What follows belongs to an exercise in optimizing a design on an open flow for small area; a production flow would make more cautious choices. Function was checked by simulation only, so behaviour that the tests miss may differ from the original. No activity file was given, so power comes from the tool's default toggle rates.

build 52:
Design gamepad_edge_repeat_deadzone_unit, start of the top module:
module gamepad_edge_repeat_deadzone_unit (
   input  logic               clock,
   input  logic               reset,
   input  logic               req_valid,
   output logic               req_stall,
   input  logic        [31:0] req_buttons,
   input  logic        [7:0]  req_stick_x_raw,
   input  logic        [7:0]  req_stick_y_raw,
   output logic               rsp_valid,
   input  logic               rsp_stall,
   output logic        [31:0] rsp_pressed_mask,
   output logic        [31:0] rsp_released_mask,
   output logic        [31:0] rsp_held_mask,
   output logic        [31:0] rsp_repeat_mask,
   output logic signed [7:0]  rsp_stick_x_offset,
   output logic signed [7:0]  rsp_stick_y_offset,
   input  logic               csr_valid,
   output logic               csr_ready,
   input  logic        [1:0]  csr_index,
   input  logic        [7:0]  csr_data
);
Size in the first run: about 400 flip-flops.
export LEC_CHECK = 0
export CAP_MARGIN = 10
export CORE_MARGIN = 2
export CORE_UTILIZATION = 55
export CTS_CLUSTER_DIAMETER = 120
export CTS_CLUSTER_SIZE = 22
export GPL_TIMING_DRIVEN = 0
export SLEW_MARGIN = 10
create_clock -name core_clock -period 5.0 [get_ports {clock}]
standard.sh (not shown) runs the stock make flow with config.mk's settings and CLKGATE_MAP_FILE= SYNTH_SCRIPT=/design/flow/synth_recipe.tcl, a recipe that flattens the netlist after the stock synthesis.
==> flow/flow/run.sh <==
#!/bin/bash
# Own layout flow: the standard synthesis, then the same synthesis again with an
# area-oriented ABC mapping script and without the adder cell mapping (same registers and
# names, checked below), then the standard flow's
# standard layout steps with the port buffers made of buf_1 cells.
# Each tool's output goes to a log file of its own in the work folder.
set -euo pipefail
W=$(pwd)
R=$W/orfs/results/$FLOW_PLATFORM/gamepad_edge_repeat_deadzone_unit/base

bash standard.sh synth > $W/log_1_standard_synth.txt 2>&1
cp $R/1_2_yosys.v $W/std_1_2_yosys.v

# 2. the same synthesis with the area-oriented ABC script
sed "s|log_cmd abc {\*}\$abc_args|set abc_args [lreplace \$abc_args 1 1 $W/flow/abc_area.script]; log_cmd abc {*}\$abc_args|" \
    $FLOW_HOME/scripts/synth.tcl > $W/own_orfs_synth.tcl
grep -q "abc_area.script" $W/own_orfs_synth.tcl
sed "s|source \$::env(SCRIPTS_DIR)/synth.tcl|source $W/own_orfs_synth.tcl|" $W/synth_recipe.tcl > $W/own_synth.tcl
grep -q "own_orfs_synth.tcl" $W/own_synth.tcl
rm -f $R/1_2_yosys.v $R/1_2_yosys.sdc $R/1_synth.odb $R/1_synth.sdc
bash standard.sh SYNTH_SCRIPT=$W/own_synth.tcl ADDER_MAP_FILE= synth > $W/log_2_own_synth.txt 2>&1
cp $R/1_2_yosys.v $W/own_1_2_yosys.v

# the registers must be the standard synthesis's, by name and cell type
regs() { grep -oE "sky130_fd_sc_hd__(dfxtp|edfxtp|dfrtp|dfstp|dfbbp|dfrbp|sdfxtp|dlxtp)_[0-9]+ +[^ ]+" "$1" | sed -E 's/_[0-9]+ +/ /' | sort; }
if ! diff <(regs $W/std_1_2_yosys.v) <(regs $W/own_1_2_yosys.v) > $W/log_3_register_diff.txt; then
   echo "registers differ from the standard synthesis; using it" >> $W/log_3_register_diff.txt
   rm -f $R/1_2_yosys.v $R/1_2_yosys.sdc $R/1_synth.odb $R/1_synth.sdc
   bash standard.sh synth > $W/log_2b_standard_synth_again.txt 2>&1
fi

# 3. the standard layout steps
bash standard.sh "BUFFER_PORTS_ARGS=-buffer_cell sky130_fd_sc_hd__buf_1" finish > $W/log_4_layout.txt 2>&1
==> flow/flow/abc_area.script <==
strash
dc2
&get -n
&st
&dch -f
&nf -R 1000 -p
&put
topo
stime -c
Build 52 ran to completion and came out clean on the timing, design-rule and antenna checks.
The inputs of build 13 differ from those of build 52 as listed below.
-- flow/config.mk --
<<< build 52, line 8
export CAP_MARGIN = 10
>>> build 13, line 8
export CAP_MARGIN = 20
<<< build 52, line 10
export CORE_UTILIZATION = 55
export CTS_CLUSTER_DIAMETER = 120
export CTS_CLUSTER_SIZE = 22
>>> build 13, line 10
export CORE_UTILIZATION = 50
export CTS_CLUSTER_DIAMETER = 150
export CTS_CLUSTER_SIZE = 30
<<< build 52, line 14
export SLEW_MARGIN = 10
>>> build 13, line 14
export SLEW_MARGIN = 20
### Flow results
- Cell at the slowest stage of the critical path = dfxtp_2: build 52; cell at the slowest stage of the critical path = maj3_1: build 13
- Higher share of layout cells above drive strength 1 among build 52 and build 13: build 13
- Build 52 → build 13: setup slack rose by 0.047 ns, clock slew seen by the registers of the worst setup and hold paths rose by 0.02 ns.
- Build 13 ended with more cell depth of the worst setup path than build 52.
- Changes observed in build 13 relative to build 52: top achievable clock speed moved up; share of the cycle needed by the critical path after routing now smaller; number of clock buffer instances in the layout now sits lower.
What build 78 does differently from build 13 at the input level:
-- flow/config.mk --
<<< build 13, line 8
export CAP_MARGIN = 20
>>> build 78, line 8
export CAP_MARGIN = 0
<<< build 13, line 11
export CTS_CLUSTER_DIAMETER = 150
export CTS_CLUSTER_SIZE = 30
>>> build 78, line 11
export CTS_CLUSTER_DIAMETER = 120
export CTS_CLUSTER_SIZE = 25
<<< build 13, line 14
export SLEW_MARGIN = 20
>>> build 78, line 14
export SLEW_MARGIN = 0
### Flow results
Going from build 13 to build 78, total met2 wirelength after detailed routing shrank slightly. A capture point of the critical path of g_lane[2].s_ff[0] is what build 78 shows, while g_lane[2].s_ff[8] belongs to build 13. Setup slack in build 78 is smaller than in build 13. Final wirelength across build 13 and build 78: no real change. Compared with build 13, power density over the cells in build 78 increased by a few percent. Changes observed in build 78 relative to build 13: post-synthesis to final-layout area growth shows no meaningful change; required time at the endpoint of the critical path decreased by 0.04 ns relative to the old numbers; stage delay of the slowest cell on the critical path has increased; non-clock buffer count went down 3. Taking build 13 as the reference, in build 78 final area held, critical path depth went down 2, final max-slew violation count held.

* * *

Setup of run 1:
The RTL this note starts from:
==> flow/design.v <==
`timescale 1ns / 1ps
package gerd_pkg;
   localparam int NUM_BUTTONS = 32;
   localparam int CNT_WIDTH   = 9;
   localparam logic [7:0] RESET_HOLD_DELAY    = 8'd30;
   localparam logic [7:0] RESET_REPEAT_PERIOD = 8'd6;
   localparam logic [7:0] RESET_DEAD_ZONE     = 8'd20;
endpackage
`timescale 1ns / 1ps
module gerd_stick (
   input  logic        [7:0] raw,
   input  logic        [7:0] dead_zone,
   input  logic        [7:0] dead_zone_m1,    
   output logic signed [7:0] offset
);
   logic [7:0] m;
   logic [7:0] limit;
   logic       in_zone;
   function automatic logic less(input logic [7:0] a, input logic [7:0] b);
      less = 1'b0;
      for (int i = 0; i < 8; i++) less = (~a[i] & b[i]) | ((~a[i] | b[i]) & less);
   endfunction
   always_comb begin
      m      = {1'b0, raw[7] ? raw[6:0] : ~raw[6:0]};
      limit  = raw[7] ? dead_zone : dead_zone_m1;
      in_zone = less(m, limit) & (raw[7] | (dead_zone != 8'd0));
      offset = in_zone ? 8'sd0 : $signed({~raw[7], raw[6:0]});
   end
endmodule
`timescale 1ns / 1ps
module gerd_lane (
   input  logic [gerd_pkg::CNT_WIDTH-1:0] s,
   input  logic [gerd_pkg::CNT_WIDTH-1:0] wrap_at,      
   input  logic                           wrap_at_one,  
   output logic                           fire_held,    
   output logic                           wrap,         
   output logic [gerd_pkg::CNT_WIDTH-1:0] inc           
);
   localparam int W = gerd_pkg::CNT_WIDTH;
   logic         zero;
   logic         first;
   function automatic logic less(input logic [W-1:0] a, input logic [W-1:0] b);
      less = 1'b0;
      for (int i = 0; i < W; i++) less = (~a[i] & b[i]) | ((~a[i] | b[i]) & less);
   endfunction
   always_comb begin
      zero   = (s == '0);
      first  = (s[W-1:1] == '0);
      wrap   = ~less(s, wrap_at) | (zero & wrap_at_one);
      inc    = s + W'(1);
      inc[0] = inc[0] & ~zero;
      inc[1] = inc[1] | zero;
      fire_held = first | wrap;
   end
endmodule
`timescale 1ns / 1ps
module gamepad_edge_repeat_deadzone_unit (
   input  logic               clock,
   input  logic               reset,
   input  logic               req_valid,
   output logic               req_stall,
   input  logic        [31:0] req_buttons,
   input  logic        [7:0]  req_stick_x_raw,
   input  logic        [7:0]  req_stick_y_raw,
   output logic               rsp_valid,
   input  logic               rsp_stall,
   output logic        [31:0] rsp_pressed_mask,
   output logic        [31:0] rsp_released_mask,
   output logic        [31:0] rsp_held_mask,
   output logic        [31:0] rsp_repeat_mask,
   output logic signed [7:0]  rsp_stick_x_offset,
   output logic signed [7:0]  rsp_stick_y_offset,
   input  logic               csr_valid,
   output logic               csr_ready,
   input  logic        [1:0]  csr_index,
   input  logic        [7:0]  csr_data
);
   logic [8:0] delay_p1;       
   logic [7:0] period_m1;      
   logic [8:0] wrap_at;        
   logic       wrap_at_one;    
   logic [7:0] dz_ff;
   logic [8:0] delay_p1_in;
   logic [7:0] period_m1_in;
   logic [8:0] wrap_at_in;
   assign csr_ready = 1'b1;
   always_comb begin
      delay_p1_in  = delay_p1;
      period_m1_in = period_m1;
      if (csr_valid && csr_index == 2'd0) delay_p1_in = {1'b0, csr_data} + 9'd1;
      if (csr_valid && csr_index == 2'd1) period_m1_in = csr_data - {7'd0, csr_data != 8'd0};
      wrap_at_in = delay_p1_in + {1'b0, period_m1_in};
   end
   always_ff @(posedge clock) begin
      if (reset) begin
         delay_p1    <= {1'b0, gerd_pkg::RESET_HOLD_DELAY} + 9'd1;
         period_m1   <= gerd_pkg::RESET_REPEAT_PERIOD - 8'd1;
         wrap_at     <= {1'b0, gerd_pkg::RESET_HOLD_DELAY} + {1'b0, gerd_pkg::RESET_REPEAT_PERIOD};
         wrap_at_one <= 1'b0;
         dz_ff       <= gerd_pkg::RESET_DEAD_ZONE;
      end else begin
         delay_p1    <= delay_p1_in;
         period_m1   <= period_m1_in;
         wrap_at     <= wrap_at_in;
         wrap_at_one <= (wrap_at_in == 9'd1);
         if (csr_valid && csr_index == 2'd2) dz_ff <= csr_data;
      end
   end
   logic accept;
   assign req_stall = rsp_valid & rsp_stall;
   assign accept    = req_valid & ~req_stall;
   always_ff @(posedge clock) begin
      if (reset) begin
         rsp_valid <= 1'b0;
      end else if (accept) begin
         rsp_valid <= 1'b1;
      end else if (!rsp_stall) begin
         rsp_valid <= 1'b0;
      end
   end
   localparam int W = gerd_pkg::CNT_WIDTH;
   logic [31:0] fire;
   logic [31:0] level;      
   logic [31:0] prev_ff;    
   logic keep;
   assign keep = ~accept & ~reset;
   for (genvar lane = 0; lane < gerd_pkg::NUM_BUTTONS; lane++) begin : g_lane
      logic [W-1:0] s_ff;
      logic [W-1:0] inc;
      logic         fire_held;
      logic         wrap;
      logic         step;
      gerd_lane u_lane (
         .s           (s_ff),
         .wrap_at     (wrap_at),
         .wrap_at_one (wrap_at_one),
         .fire_held   (fire_held),
         .wrap        (wrap),
         .inc         (inc)
      );
      assign level[lane] = (s_ff != '0);
      assign fire[lane]  = req_buttons[lane] & fire_held;
      assign step        = accept & ~reset & req_buttons[lane];
      always_ff @(posedge clock) begin
         s_ff <= ({W{step & wrap}} & delay_p1) | ({W{step & ~wrap}} & inc) | ({W{keep}} & s_ff);
      end
   end
   logic signed [7:0] stick_x_in;
   logic signed [7:0] stick_y_in;
   logic        [7:0] dz_m1;
   assign dz_m1 = dz_ff - 8'd1;
   gerd_stick u_stick_x (
      .raw          (req_stick_x_raw),
      .dead_zone    (dz_ff),
      .dead_zone_m1 (dz_m1),
      .offset       (stick_x_in)
   );
   gerd_stick u_stick_y (
      .raw          (req_stick_y_raw),
      .dead_zone    (dz_ff),
      .dead_zone_m1 (dz_m1),
      .offset       (stick_y_in)
   );
   always_ff @(posedge clock) begin
      if (accept) begin
         prev_ff            <= level;
         rsp_repeat_mask    <= fire;
         rsp_stick_x_offset <= stick_x_in;
         rsp_stick_y_offset <= stick_y_in;
      end
   end
   assign rsp_held_mask     = level;
   assign rsp_pressed_mask  = level & ~prev_ff;
   assign rsp_released_mask = ~level & prev_ff;
endmodule
clock: 5.0 ns
lec_check: 0
cap_margin: 0
core_margin: 2
core_utilization: 60
cts_cluster_diameter: 120
cts_cluster_size: 25
gpl_timing_driven: 0
slew_margin: 0
Scripts as last shown in full above: flow/flow/run.sh, flow/flow/abc_area.script
Run 1 completed; timing, DRC and antenna clean
For run 2, these inputs were changed with respect to run 1:
- swapping 60 for 50 in CORE_UTILIZATION
### Flow results
- The more densely filled core belongs to run 1, not run 2.
- Both conditions hold for run 2: the flow ran to the end and the final layout passed the timing, design-rule and antenna checks.
- Changes observed in run 2 relative to run 1: maximum clock frequency increased about 1.1%, number of nets at the end of the flow essentially unchanged, switching share of power increased 0.48 points, final setup slack of the worst path increased 52 ps, transition time of the tightest slew-check pin essentially unchanged.
- Clock skew is higher on run 2
- | combinational power | run 2 vs run 1 | ≈ equal |
- Comparing run 1 with run 2, the routing usage on met3 came out essentially unchanged.
The inputs of run 3 differ from those of run 2 as listed below.
- a change of CORE_UTILIZATION from 50 to 55
--- a/flow/flow/run.sh
+++ b/flow/flow/run.sh
@@ -3,5 +3,6 @@
 # area-oriented ABC mapping script and without the adder cell mapping (same registers and
 # names, checked below), then the standard flow's
-# standard layout steps with the port buffers made of buf_1 cells.
+# standard layout steps with the port buffers made of buf_1 cells and a clock tree
+# without dummy loads.
 # Each tool's output goes to a log file of its own in the work folder.
 set -euo pipefail
@@ -31,3 +32,5 @@
 
 # 3. the standard layout steps
-bash standard.sh "BUFFER_PORTS_ARGS=-buffer_cell sky130_fd_sc_hd__buf_1" finish > $W/log_4_layout.txt 2>&1
+bash standard.sh "BUFFER_PORTS_ARGS=-buffer_cell sky130_fd_sc_hd__buf_1" \
+   "CTS_ARGS=-sink_clustering_enable -repair_clock_nets -sink_clustering_size 25 -sink_clustering_max_diameter 120 -dont_use_dummy_load" \
+   finish > $W/log_4_layout.txt 2>&1
==> flow/flow/abc_area.script <==
strash
dc2
dc2
dc2
dc2
dc2
&get -n
&st
&dch -f
&nf -R 1000 -p -F 8 -A 4
&put
topo
stime -c
--- outcome ---
Sort run 3 and run 2 by row count, descending, and run 2 comes first. Part of the total power dissipated in combinational logic (higher): run 3. Effective utilization at floorplan is higher on run 3. When run 3 is set beside run 2, its die area turns out to be about 11% smaller. Higher share of the core filled with cells in the final layout goes to run 3 over run 2. In run 3, the tightest hold margin came out 20 ps above the value in run 2.
> inputs changed (run 3 -> run 4)
- swapping 55 for 50 in CORE_UTILIZATION
==> flow/flow/abc_area.script <==
strash
dc2
&get -n
&st
&dch -f
&nf -R 1000 -p
&put
topo
stime -c
[summary]
- In run 4 relative to run 3, routed wire length had gone up by a few percent.
- Compared with run 3, run 4 shows a floorplan core area that is about 12% higher.
- In the flow results for run 4 and run 3, the global-route usage is larger on run 3.
- Tightest hold margin | run 4 below run 3
- Every stage of the flow completed for run 4, and the final layout passed the timing, design-rule and antenna checks.
- Routed length on met3 (run 3 / run 4): 1.16
- Summary of run 4 over run 3: area of all placed cells without fillers moved up, number of distinct standard cells referenced by the synthesized netlist -18%.

## static timing again, ports no longer ideal
No port has a modelled driver above. Below, the same layouts with a new extraction and two added sets of constraints. Step 1 (the two cells are an assumption about what drives the block):
set clk [get_ports {clock}]
set_driving_cell -lib_cell sky130_fd_sc_hd__clkbuf_16 $clk
set_driving_cell -lib_cell sky130_fd_sc_hd__buf_2 [delete_from_list [all_inputs] $clk]
Step 2 moves the port delays by t, midway between the first and last clock arrival at a register: inputs arrive t later, outputs are due t later. That takes back most of the time a late clock gives input paths. Slacks: ideal / step 1 / step 2; pairs: ideal / step 1.
| run | t, ns | slack for setup (ns) | slew at the worst register clock pin (ns) |
|---|---|---|---|
| build 52 | 0.618 | 0.196 / 0.196 / -0.139 | 0.10 / 0.10 |
| build 13 | 0.603 | 0.243 / 0.243 / -0.159 | 0.13 / 0.13 |
| build 78 | 0.618 | 0.238 / 0.238 / -0.161 | 0.11 / 0.11 |
| run 1 | 0.595 | 0.242 / 0.242 / -0.125 | 0.11 / 0.11 |
| run 2 | 0.609 | 0.295 / 0.295 / -0.106 | 0.11 / 0.11 |
| run 3 | 0.592 | 0.216 / 0.216 / -0.103 | 0.11 / 0.11 |
| run 4 | 0.590 | 0.269 / 0.269 / -0.054 | 0.11 / 0.11 |
With both steps, setup timing fails in every run listed, where it was met with ideal ports. The setup slack of build 13, which loses most, moves by 0.000 ns with the drivers and by -0.402 ns with both steps.
